Context: an optimization exercise on an open-source flow, tuned for small area, a short achievable clock period and few clock cycles per item. The choices shown serve that exercise and are no tape-out recipe. Function was checked by simulation only, so behaviour that the tests miss may differ from the original. No activity file was given, so power comes from the tool's default toggle rates.

==> run Y: inputs <==
==> flow/design.v <==
package vtlru_pkg;
    localparam int MAX_SLOTS_DEF  = 64;
    localparam int COORD_BITS_DEF = 8;
    localparam int MIP_W  = 4;
    localparam int SIDE_W = 4;
    localparam int SLOT_W = 3;
    localparam logic [SIDE_W-1:0] SIDE_RESET = 4'd8;
    localparam logic [SIDE_W-1:0] SIDE_MAX   = 4'd8;
    localparam logic OP_TOUCH   = 1'b0;
    localparam logic OP_REQUEST = 1'b1;
    typedef struct packed {
        logic load;          
        logic scan_step;     
        logic decide;        
        logic update_step;   
    } cmd_t;
    typedef struct packed {
        logic sweep_done;    
        logic need_update;   
    } status_t;
endpackage
module vt_lru_page_cache #(
    parameter int MAX_SLOTS  = vtlru_pkg::MAX_SLOTS_DEF,
    parameter int COORD_BITS = vtlru_pkg::COORD_BITS_DEF
) (
    input  logic                          aclk,
    input  logic                          aresetn,
    input  logic                          cfg_wr_en,
    input  logic [vtlru_pkg::SIDE_W-1:0]  cfg_wr_data,
    input  logic                          s_valid,
    output logic                          s_ready,
    input  logic                          s_operation,
    input  logic [COORD_BITS-1:0]         s_page_x,
    input  logic [COORD_BITS-1:0]         s_page_y,
    input  logic [vtlru_pkg::MIP_W-1:0]   s_page_mip,
    output logic                          m_valid,
    input  logic                          m_ready,
    output logic                          m_was_resident,
    output logic                          m_loaded,
    output logic [vtlru_pkg::SLOT_W-1:0]  m_slot_col,
    output logic [vtlru_pkg::SLOT_W-1:0]  m_slot_row,
    output logic                          m_evicted,
    output logic [COORD_BITS-1:0]         m_victim_x,
    output logic [COORD_BITS-1:0]         m_victim_y,
    output logic [vtlru_pkg::MIP_W-1:0]   m_victim_mip
);
    localparam int N     = 64;
    localparam int IW    = 6;
    localparam int TW    = 2 * COORD_BITS + vtlru_pkg::MIP_W;
    localparam int SW    = vtlru_pkg::SLOT_W;
    localparam int RW    = 3 + 2 * SW + TW;
    logic [TW-1:0] stk_tag [N];
    logic [IW-1:0] stk_idx [N];
    logic [6:0]    count_q;
    logic [6:0]    count1_q;   
    logic [N-1:0]  vld_q;      
    logic [2:0]    side1_q;    
    logic [6:0]    cap_q;      
    logic [5:0]    wait_q;
    logic          a_valid;
    logic          a_op;
    logic [TW-1:0] a_tag;
    logic          b_valid;
    logic          b_op;
    logic [TW-1:0] b_tag;
    logic [N-1:0]  b_ge;       
    logic          b_hit;      
    logic          b_mlru;     
    logic [IW-1:0] b_hit_idx;  
    logic          b_same;     
    logic [N-1:0]  en_q;
    logic          x_ins_q;    
    logic          x_ev_q;     
    logic          x_thit_q;   
    logic [IW-1:0] x_idx_q;    
    logic          hv, tv;
    logic [RW-1:0] hd, td;
    logic [3:0] wr_s;
    logic       full;
    logic       full_q;      
    logic       wdone_q;     
    logic [6:0] wr_cap;
    logic [15:0] wr_dec;
    logic       cnt64;
    logic [N-1:0] tail;
    always_comb begin
        if (cfg_wr_data == 4'd0)      wr_s = 4'd1;
        else if (cfg_wr_data > 4'd8)  wr_s = 4'd8;
        else                          wr_s = cfg_wr_data;
    end
    assign wr_dec = 16'd1 << cfg_wr_data;
    always_comb begin
        for (int b = 0; b < 7; b++) begin
            wr_cap[b] = 1'b0;
            for (int v = 0; v < 16; v++) begin
                if ((((v == 0) ? 1 : ((v > 8) ? 64 : v * v)) >> b) & 1) begin
                    wr_cap[b] = wr_cap[b] | wr_dec[v];
                end
            end
        end
    end
    assign cnt64 = count_q[6];
    assign full  = full_q;
    assign tail = ~vld_q;
    logic slow_wait;
    logic go;
    logic adv;
    assign slow_wait = b_op && full_q && !cnt64 && !wdone_q;
    assign go        = b_valid && !(hv && tv) && !slow_wait;
    assign adv       = !b_valid || go;
    logic       s_ready_q;
    logic       acc;
    logic       small_cap;
    logic       a_valid_d, b_valid_d, b_op_d, hv_d, tv_d;
    logic [5:0] wait_d;
    assign s_ready   = s_ready_q;
    assign acc       = s_valid && s_ready_q;
    assign small_cap = !cap_q[6];
    assign a_valid_d = acc || (a_valid && !adv);
    assign b_valid_d = adv ? a_valid : b_valid;
    assign b_op_d    = adv ? a_op : b_op;
    assign wait_d    = go ? 6'd0 : ((wait_q == 6'd63) ? wait_q : wait_q + 6'd1);
    logic [N-1:0]  a_m;
    logic [N-1:0]  a_ge;
    logic          a_mlru;
    logic [IW-1:0] a_hit_idx;
    always_comb begin
        for (int k = 0; k < N; k++) begin
            a_m[k] = (stk_tag[k] == a_tag) && vld_q[k];
        end
        for (int k = 0; k < N; k++) begin
            a_ge[k] = |(a_m >> k);
        end
        a_mlru = a_m[N-1];
        for (int k = 0; k < N - 1; k++) begin
            a_mlru = a_mlru | (a_m[k] && !vld_q[k+1]);
        end
        a_hit_idx = '0;
        for (int k = 0; k < N; k++) begin
            a_hit_idx = a_hit_idx | (a_m[k] ? stk_idx[k] : '0);
        end
    end
    logic [N-1:0]  ge;
    logic          hit;
    logic [IW-1:0] hit_idx;
    logic          gone;       
    logic          fresh;      
    assign fresh   = b_same && x_ins_q;
    assign gone    = (b_same && x_thit_q) || (b_mlru && x_ev_q);
    assign hit     = fresh || (b_hit && !(b_mlru && x_ev_q));
    assign hit_idx = fresh ? x_idx_q : b_hit_idx;
    always_comb begin
        ge[0] = hit;
        for (int k = 1; k < N; k++) begin
            ge[k] = en_q[k] ? (b_ge[k-1] && !gone) : b_ge[k];
        end
    end
    logic          ins;
    logic          evict;
    logic [IW-1:0] new_idx;
    logic [N-1:0]  en;
    assign ins     = b_op && !hit;
    assign evict   = ins && full;
    assign new_idx = b_op ? (full ? stk_idx[N-1] : count_q[IW-1:0]) : hit_idx;
    always_comb begin
        for (int k = 0; k < N; k++) begin
            en[k] = tail[k] || (go && (b_op ? !hit : ge[k]));
        end
    end
    always_ff @(posedge aclk) begin
        if (en[0]) begin
            stk_tag[0] <= b_tag;
            stk_idx[0] <= new_idx;
        end
        for (int k = 1; k < N; k++) begin
            if (en[k]) begin
                stk_tag[k] <= stk_tag[k-1];
                stk_idx[k] <= stk_idx[k-1];
            end
        end
    end
    function automatic logic [5:0] slot_of(input logic [5:0] i, input logic [2:0] s1);
        logic [63:0] d;
        logic [5:0]  t3, t5, t6, t7;
        d = 64'd1 << i;
        t3[0] = |(d & 64'h8e38e38e38e38e38);
        t3[1] = |(d & 64'h0fc0fc0fc0fc0fc0);
        t3[2] = |(d & 64'hf000fff000fff000);
        t3[3] = |(d & 64'h2492492492492492);
        t3[4] = |(d & 64'h4924924924924924);
        t3[5] = |(d & 64'h0000000000000000);
        t5[0] = |(d & 64'h0f83e0f83e0f83e0);
        t5[1] = |(d & 64'h0ffc00ffc00ffc00);
        t5[2] = |(d & 64'hf00000fffff00000);
        t5[3] = |(d & 64'ha5294a5294a5294a);
        t5[4] = |(d & 64'hc6318c6318c6318c);
        t5[5] = |(d & 64'h0842108421084210);
        t6[0] = |(d & 64'h0fc0fc0fc0fc0fc0);
        t6[1] = |(d & 64'hf000fff000fff000);
        t6[2] = |(d & 64'h0000ffffff000000);
        t6[3] = |(d & 64'haaaaaaaaaaaaaaaa);
        t6[4] = |(d & 64'hc30c30c30c30c30c);
        t6[5] = |(d & 64'h0c30c30c30c30c30);
        t7[0] = |(d & 64'h80fe03f80fe03f80);
        t7[1] = |(d & 64'h00fffc000fffc000);
        t7[2] = |(d & 64'h00fffffff0000000);
        t7[3] = |(d & 64'h2a54a952a54a952a);
        t7[4] = |(d & 64'h4c993264c993264c);
        t7[5] = |(d & 64'h70e1c3870e1c3870);
        case (s1)
            3'd0: slot_of = {3'd0, i[2:0]};
            3'd1: slot_of = {2'd0, i[0], i[3:1]};
            3'd2: slot_of = t3;
            3'd3: slot_of = {1'b0, i[1:0], i[4:2]};
            3'd4: slot_of = t5;
            3'd5: slot_of = t6;
            3'd6: slot_of = t7;
            default: slot_of = {i[2:0], i[5:3]};
        endcase
    endfunction
    logic [2*SW-1:0] slot;
    logic [2*SW-1:0] slot_ev;
    logic [2*SW-1:0] slot_fill;
    assign slot_ev   = slot_of(stk_idx[N-1], side1_q);
    assign slot_fill = slot_of(count_q[IW-1:0], side1_q);
    assign slot      = full ? slot_ev : slot_fill;
    logic [RW-1:0] res;
    assign res = {hit, ins, ins ? slot : {2*SW{1'b0}}, evict,
                  evict ? stk_tag[N-1] : {TW{1'b0}}};
    logic pop;
    assign pop  = hv && m_ready;
    assign hv_d = (!hv || pop) ? (tv || go) : hv;
    assign tv_d = (!hv || pop) ? (tv && go) : (tv || go);
    always_ff @(posedge aclk) begin
        if (!aresetn) begin
            count_q <= '0;
            count1_q <= 7'd1;
            vld_q   <= '0;
            side1_q <= 3'(vtlru_pkg::SIDE_RESET - 4'd1);
            cap_q   <= 7'(vtlru_pkg::SIDE_RESET) * 7'(vtlru_pkg::SIDE_RESET);
            wait_q  <= '0;
            wdone_q <= 1'b0;
            full_q  <= 1'b0;
            a_valid <= 1'b0;
            b_valid <= 1'b0;
            hv      <= 1'b0;
            tv      <= 1'b0;
            s_ready_q <= 1'b1;
        end else begin
            if (cfg_wr_en) begin
                side1_q <= 3'(wr_s - 4'd1);
                cap_q   <= wr_cap;
            end
            if (go && ins && !full) begin
                count_q  <= count1_q;
                count1_q <= count1_q + 7'd1;
                vld_q    <= {vld_q[N-2:0], 1'b1};
            end
            wait_q    <= wait_d;
            wdone_q   <= (wait_d == 6'd63);
            full_q    <= (go && ins && !full_q) ? (count1_q >= cap_q) : (count_q >= cap_q);
            a_valid   <= a_valid_d;
            b_valid   <= b_valid_d;
            hv        <= hv_d;
            tv        <= tv_d;
            s_ready_q <= !a_valid_d || !b_valid_d ||
                         (!(hv_d && tv_d) &&
                          !(b_op_d && small_cap && (count1_q >= cap_q) && (wait_d != 6'd63)));
        end
    end
    always_ff @(posedge aclk) begin
        if (acc) begin
            a_op  <= s_operation;
            a_tag <= {s_page_mip, s_page_y, s_page_x};
        end
        en_q     <= en;
        x_ins_q  <= go && ins;
        x_ev_q   <= go && evict;
        x_thit_q <= go && !b_op && hit;
        x_idx_q  <= new_idx;
        if (adv) begin
            b_op      <= a_op;
            b_tag     <= a_tag;
            b_ge      <= a_ge;
            b_hit     <= a_ge[0];
            b_mlru    <= a_mlru;
            b_hit_idx <= a_hit_idx;
            b_same    <= (a_tag == b_tag);
        end else begin
            b_ge      <= ge;
            b_hit     <= hit;
            b_hit_idx <= hit_idx;
            b_same    <= 1'b0;
        end
        if (!hv || pop) begin
            if (tv) begin
                hd <= td;
            end else if (go) begin
                hd <= res;
            end
            if (tv && go) begin
                td <= res;
            end
        end else if (go) begin
            td <= res;
        end
    end
    assign m_valid        = hv;
    assign m_was_resident = hd[RW-1];
    assign m_loaded       = hd[RW-2];
    assign m_slot_col     = hd[RW-3 -: SW];
    assign m_slot_row     = hd[RW-3-SW -: SW];
    assign m_evicted      = hd[TW];
    assign m_victim_x     = hd[COORD_BITS-1:0];
    assign m_victim_y     = hd[2*COORD_BITS-1:COORD_BITS];
    assign m_victim_mip   = hd[TW-1:2*COORD_BITS];
endmodule
==> flow/run.sh <==
#!/bin/bash
# synth_recipe.tcl (not shown) runs the flow's synth.tcl, then flattens the netlist and writes it again
# the make line also repeats each setting of config.mk as NAME=value (left out here)
make -C /OpenROAD-flow-scripts/flow DESIGN_CONFIG=/design/flow/config.mk WORK_HOME=/design/flow/orfs CLKGATE_MAP_FILE= SYNTH_SCRIPT=/design/flow/synth_recipe.tcl finish
==> flow/config.mk <==
export PLATFORM = sky130hd
export DESIGN_NAME = vt_lru_page_cache
export DESIGN_NICKNAME = vt_lru_page_cache
export VERILOG_FILES = /design/flow/design.v
export SDC_FILE = /design/flow/constraint.sdc
export NUM_CORES = 4
export LEC_CHECK = 0
export CAP_MARGIN = 20
export CORE_MARGIN = 2
export CORE_UTILIZATION = 40
export SETUP_SLACK_MARGIN = 5.0
export SLEW_MARGIN = 20
export TNS_END_PERCENT = 5
==> flow/constraint.sdc <==
create_clock -name core_clock -period 8.0 [get_ports {aclk}]
set_input_delay 1.6000 -clock core_clock [delete_from_list [all_inputs] [get_ports {aclk}]]
set_output_delay 1.6000 -clock core_clock [all_outputs]
set_load 0.01 [all_outputs]
==> run Z: changes against run Y <==
--- a/flow/design.v
+++ b/flow/design.v
@@ -66,13 +66,11 @@
     logic [N-1:0]  b_ge;       
     logic          b_hit;      
     logic          b_mlru;     
-    logic [IW-1:0] b_hit_idx;  
     logic          b_same;     
     logic [N-1:0]  en_q;
     logic          x_ins_q;    
     logic          x_ev_q;     
     logic          x_thit_q;   
-    logic [IW-1:0] x_idx_q;    
     logic          hv, tv;
     logic [RW-1:0] hd, td;
     logic [3:0] wr_s;
@@ -123,7 +121,6 @@
     logic [N-1:0]  a_m;
     logic [N-1:0]  a_ge;
     logic          a_mlru;
-    logic [IW-1:0] a_hit_idx;
     always_comb begin
         for (int k = 0; k < N; k++) begin
             a_m[k] = (stk_tag[k] == a_tag) && vld_q[k];
@@ -135,10 +132,6 @@
         for (int k = 0; k < N - 1; k++) begin
             a_mlru = a_mlru | (a_m[k] && !vld_q[k+1]);
         end
-        a_hit_idx = '0;
-        for (int k = 0; k < N; k++) begin
-            a_hit_idx = a_hit_idx | (a_m[k] ? stk_idx[k] : '0);
-        end
     end
     logic [N-1:0]  ge;
     logic          hit;
@@ -148,12 +141,17 @@
     assign fresh   = b_same && x_ins_q;
     assign gone    = (b_same && x_thit_q) || (b_mlru && x_ev_q);
     assign hit     = fresh || (b_hit && !(b_mlru && x_ev_q));
-    assign hit_idx = fresh ? x_idx_q : b_hit_idx;
     always_comb begin
         ge[0] = hit;
         for (int k = 1; k < N; k++) begin
             ge[k] = en_q[k] ? (b_ge[k-1] && !gone) : b_ge[k];
         end
+        hit_idx = '0;
+        for (int k = 0; k < N; k++) begin
+            if (ge[k] && ((k == N - 1) || !ge[(k + 1) % N])) begin
+                hit_idx = hit_idx | stk_idx[k];
+            end
+        end
     end
     logic          ins;
     logic          evict;
@@ -277,19 +275,16 @@
         x_ins_q  <= go && ins;
         x_ev_q   <= go && evict;
         x_thit_q <= go && !b_op && hit;
-        x_idx_q  <= new_idx;
         if (adv) begin
             b_op      <= a_op;
             b_tag     <= a_tag;
             b_ge      <= a_ge;
             b_hit     <= a_ge[0];
             b_mlru    <= a_mlru;
-            b_hit_idx <= a_hit_idx;
             b_same    <= (a_tag == b_tag);
         end else begin
             b_ge      <= ge;
             b_hit     <= hit;
-            b_hit_idx <= hit_idx;
             b_same    <= 1'b0;
         end
         if (!hv || pop) begin
--- a/flow/config.mk
+++ b/flow/config.mk
@@ -8,6 +8,8 @@
 export CAP_MARGIN = 20
 export CORE_MARGIN = 2
 export CORE_UTILIZATION = 40
+export CTS_CLUSTER_DIAMETER = 100
+export CTS_CLUSTER_SIZE = 20
 export SETUP_SLACK_MARGIN = 5.0
 export SLEW_MARGIN = 20
 export TNS_END_PERCENT = 5
==> run A: changes against run Y <==
--- a/flow/design.v
+++ b/flow/design.v
@@ -53,7 +53,7 @@
     logic [IW-1:0] stk_idx [N];
     logic [6:0]    count_q;
     logic [6:0]    count1_q;   
-    logic [N-1:0]  vld_q;      
+    logic [N-1:0]  vld;        
     logic [2:0]    side1_q;    
     logic [6:0]    cap_q;      
     logic [5:0]    wait_q;
@@ -66,13 +66,11 @@
     logic [N-1:0]  b_ge;       
     logic          b_hit;      
     logic          b_mlru;     
-    logic [IW-1:0] b_hit_idx;  
     logic          b_same;     
     logic [N-1:0]  en_q;
     logic          x_ins_q;    
     logic          x_ev_q;     
     logic          x_thit_q;   
-    logic [IW-1:0] x_idx_q;    
     logic          hv, tv;
     logic [RW-1:0] hd, td;
     logic [3:0] wr_s;
@@ -101,7 +99,12 @@
     end
     assign cnt64 = count_q[6];
     assign full  = full_q;
-    assign tail = ~vld_q;
+    always_comb begin
+        for (int k = 0; k < N; k++) begin
+            vld[k] = (count_q > 7'(k));
+        end
+    end
+    assign tail = ~vld;
     logic slow_wait;
     logic go;
     logic adv;
@@ -123,21 +126,16 @@
     logic [N-1:0]  a_m;
     logic [N-1:0]  a_ge;
     logic          a_mlru;
-    logic [IW-1:0] a_hit_idx;
     always_comb begin
         for (int k = 0; k < N; k++) begin
-            a_m[k] = (stk_tag[k] == a_tag) && vld_q[k];
+            a_m[k] = (stk_tag[k] == a_tag) && vld[k];
         end
         for (int k = 0; k < N; k++) begin
             a_ge[k] = |(a_m >> k);
         end
         a_mlru = a_m[N-1];
         for (int k = 0; k < N - 1; k++) begin
-            a_mlru = a_mlru | (a_m[k] && !vld_q[k+1]);
-        end
-        a_hit_idx = '0;
-        for (int k = 0; k < N; k++) begin
-            a_hit_idx = a_hit_idx | (a_m[k] ? stk_idx[k] : '0);
+            a_mlru = a_mlru | (a_m[k] && !vld[k+1]);
         end
     end
     logic [N-1:0]  ge;
@@ -148,12 +146,17 @@
     assign fresh   = b_same && x_ins_q;
     assign gone    = (b_same && x_thit_q) || (b_mlru && x_ev_q);
     assign hit     = fresh || (b_hit && !(b_mlru && x_ev_q));
-    assign hit_idx = fresh ? x_idx_q : b_hit_idx;
     always_comb begin
         ge[0] = hit;
         for (int k = 1; k < N; k++) begin
             ge[k] = en_q[k] ? (b_ge[k-1] && !gone) : b_ge[k];
         end
+        hit_idx = '0;
+        for (int k = 0; k < N; k++) begin
+            if (ge[k] && ((k == N - 1) || !ge[(k + 1) % N])) begin
+                hit_idx = hit_idx | stk_idx[k];
+            end
+        end
     end
     logic          ins;
     logic          evict;
@@ -235,7 +238,6 @@
         if (!aresetn) begin
             count_q <= '0;
             count1_q <= 7'd1;
-            vld_q   <= '0;
             side1_q <= 3'(vtlru_pkg::SIDE_RESET - 4'd1);
             cap_q   <= 7'(vtlru_pkg::SIDE_RESET) * 7'(vtlru_pkg::SIDE_RESET);
             wait_q  <= '0;
@@ -254,7 +256,6 @@
             if (go && ins && !full) begin
                 count_q  <= count1_q;
                 count1_q <= count1_q + 7'd1;
-                vld_q    <= {vld_q[N-2:0], 1'b1};
             end
             wait_q    <= wait_d;
             wdone_q   <= (wait_d == 6'd63);
@@ -277,19 +278,16 @@
         x_ins_q  <= go && ins;
         x_ev_q   <= go && evict;
         x_thit_q <= go && !b_op && hit;
-        x_idx_q  <= new_idx;
         if (adv) begin
             b_op      <= a_op;
             b_tag     <= a_tag;
             b_ge      <= a_ge;
             b_hit     <= a_ge[0];
             b_mlru    <= a_mlru;
-            b_hit_idx <= a_hit_idx;
             b_same    <= (a_tag == b_tag);
         end else begin
             b_ge      <= ge;
             b_hit     <= hit;
-            b_hit_idx <= hit_idx;
             b_same    <= 1'b0;
         end
         if (!hv || pop) begin
--- a/flow/config.mk
+++ b/flow/config.mk
@@ -8,6 +8,8 @@
 export CAP_MARGIN = 20
 export CORE_MARGIN = 2
 export CORE_UTILIZATION = 40
+export CTS_CLUSTER_DIAMETER = 120
+export CTS_CLUSTER_SIZE = 24
 export SETUP_SLACK_MARGIN = 5.0
 export SLEW_MARGIN = 20
-export TNS_END_PERCENT = 5
+export TNS_END_PERCENT = 50
==> run notes <==
	run Z	run Y	run A
Run status	no timing/DRC/antenna violations	no timing/DRC/antenna violations	no timing/DRC/antenna violations
Compound-Gate Fraction of Synth Area	0.0631	0.0572	0.0656
Die Outline Area	221000 um2	225000 um2	216000 um2
GRT met2 Usage	0.441	0.454	0.444
Clock insertion delay at the later pin of the skew report	0.81 ns	0.90 ns	0.83 ns
PwrDens	234 nW/um2	256 nW/um2	218 nW/um2
Slack of the worst reg-to-reg path	4.56 ns	4.47 ns	3.96 ns
Destination of the worst hold path	stk_idx[51][2]	stk_tag[16][12]	stk_tag[46][14]
Netlist area before placement	86900 um2	88400 um2	85100 um2
End of the critical path	stk_idx[0][1]	b_hit_idx[2]	b_mlru
GR Layer Usage met3	0.0699	0.0590	0.0829
Nets	6473	6791	6436
Number of search-and-repair iterations in the first detailed-routing pass	8	6	8
Ratio of final minimum period to clock period	0.430	0.441	0.505
Total number of multi-input combinational cells	3831	3957	3754
Final weighted congestion of routability-driven global placement	1.09	1.07	1.10
Hold Worst Slack	0.452 ns	0.442 ns	0.452 ns
Design area	98500 um2	105000 um2	98600 um2
Worst IR drop on VDD	0.000192 V	0.000192 V	0.000189 V
Total routing usage reported by global routing	0.287	0.297	0.301
CP Data Required Time	8.64 ns	8.72 ns	8.50 ns
Starting DRT DRC Count	8537	8739	8730
Area fraction of the dominant cell type after synthesis	0.609	0.599	0.623
Critical Path Max Stage Delay	0.88 ns	0.88 ns	0.67 ns
Testbench counts of run Y, summed over its fixed seeds: cycles 12,018, requests 12,000.
Testbench counts of run Z, summed over its fixed seeds: cycles 12,018, requests 12,000.
Testbench counts of run A, summed over its fixed seeds: cycles 12,018, requests 12,000.

[re-timing with driven ports]
The results above use ideal ports. As a check the final layouts listed here were re-extracted and re-timed, cells and wires unchanged. Step 1 assumes that a clkbuf_16 drives the clock port and a buf_2 every other input. Step 2 times the ports against the registers' clock, not the clock port: input delays grow and output delays shrink by t, the midpoint of the rising clock arrivals with the driver on. a / b / c = no drivers / after step 1 / after step 2; a / b = the first two.
run	t, ns	setup WS [ns]	hold WS [ns]	latest minus earliest clock arrival (ns)	worst register clock-pin slew, ns
run Y	0.957	4.472 / 4.472 / 4.115	0.442 / 0.442 / 0.442	0.071 / 0.071	0.07 / 0.07
run Z	0.881	4.558 / 4.558 / 4.010	0.452 / 0.452 / 0.452	0.034 / 0.034	0.10 / 0.10
run A	0.885	3.958 / 3.958 / 3.958	0.452 / 0.452 / 0.452	0.060 / 0.060	0.12 / 0.12
After both steps every run listed still meets setup and hold. The setup slack of run Z, which loses most, moves by 0.000 ns with the drivers and by -0.548 ns with both steps.
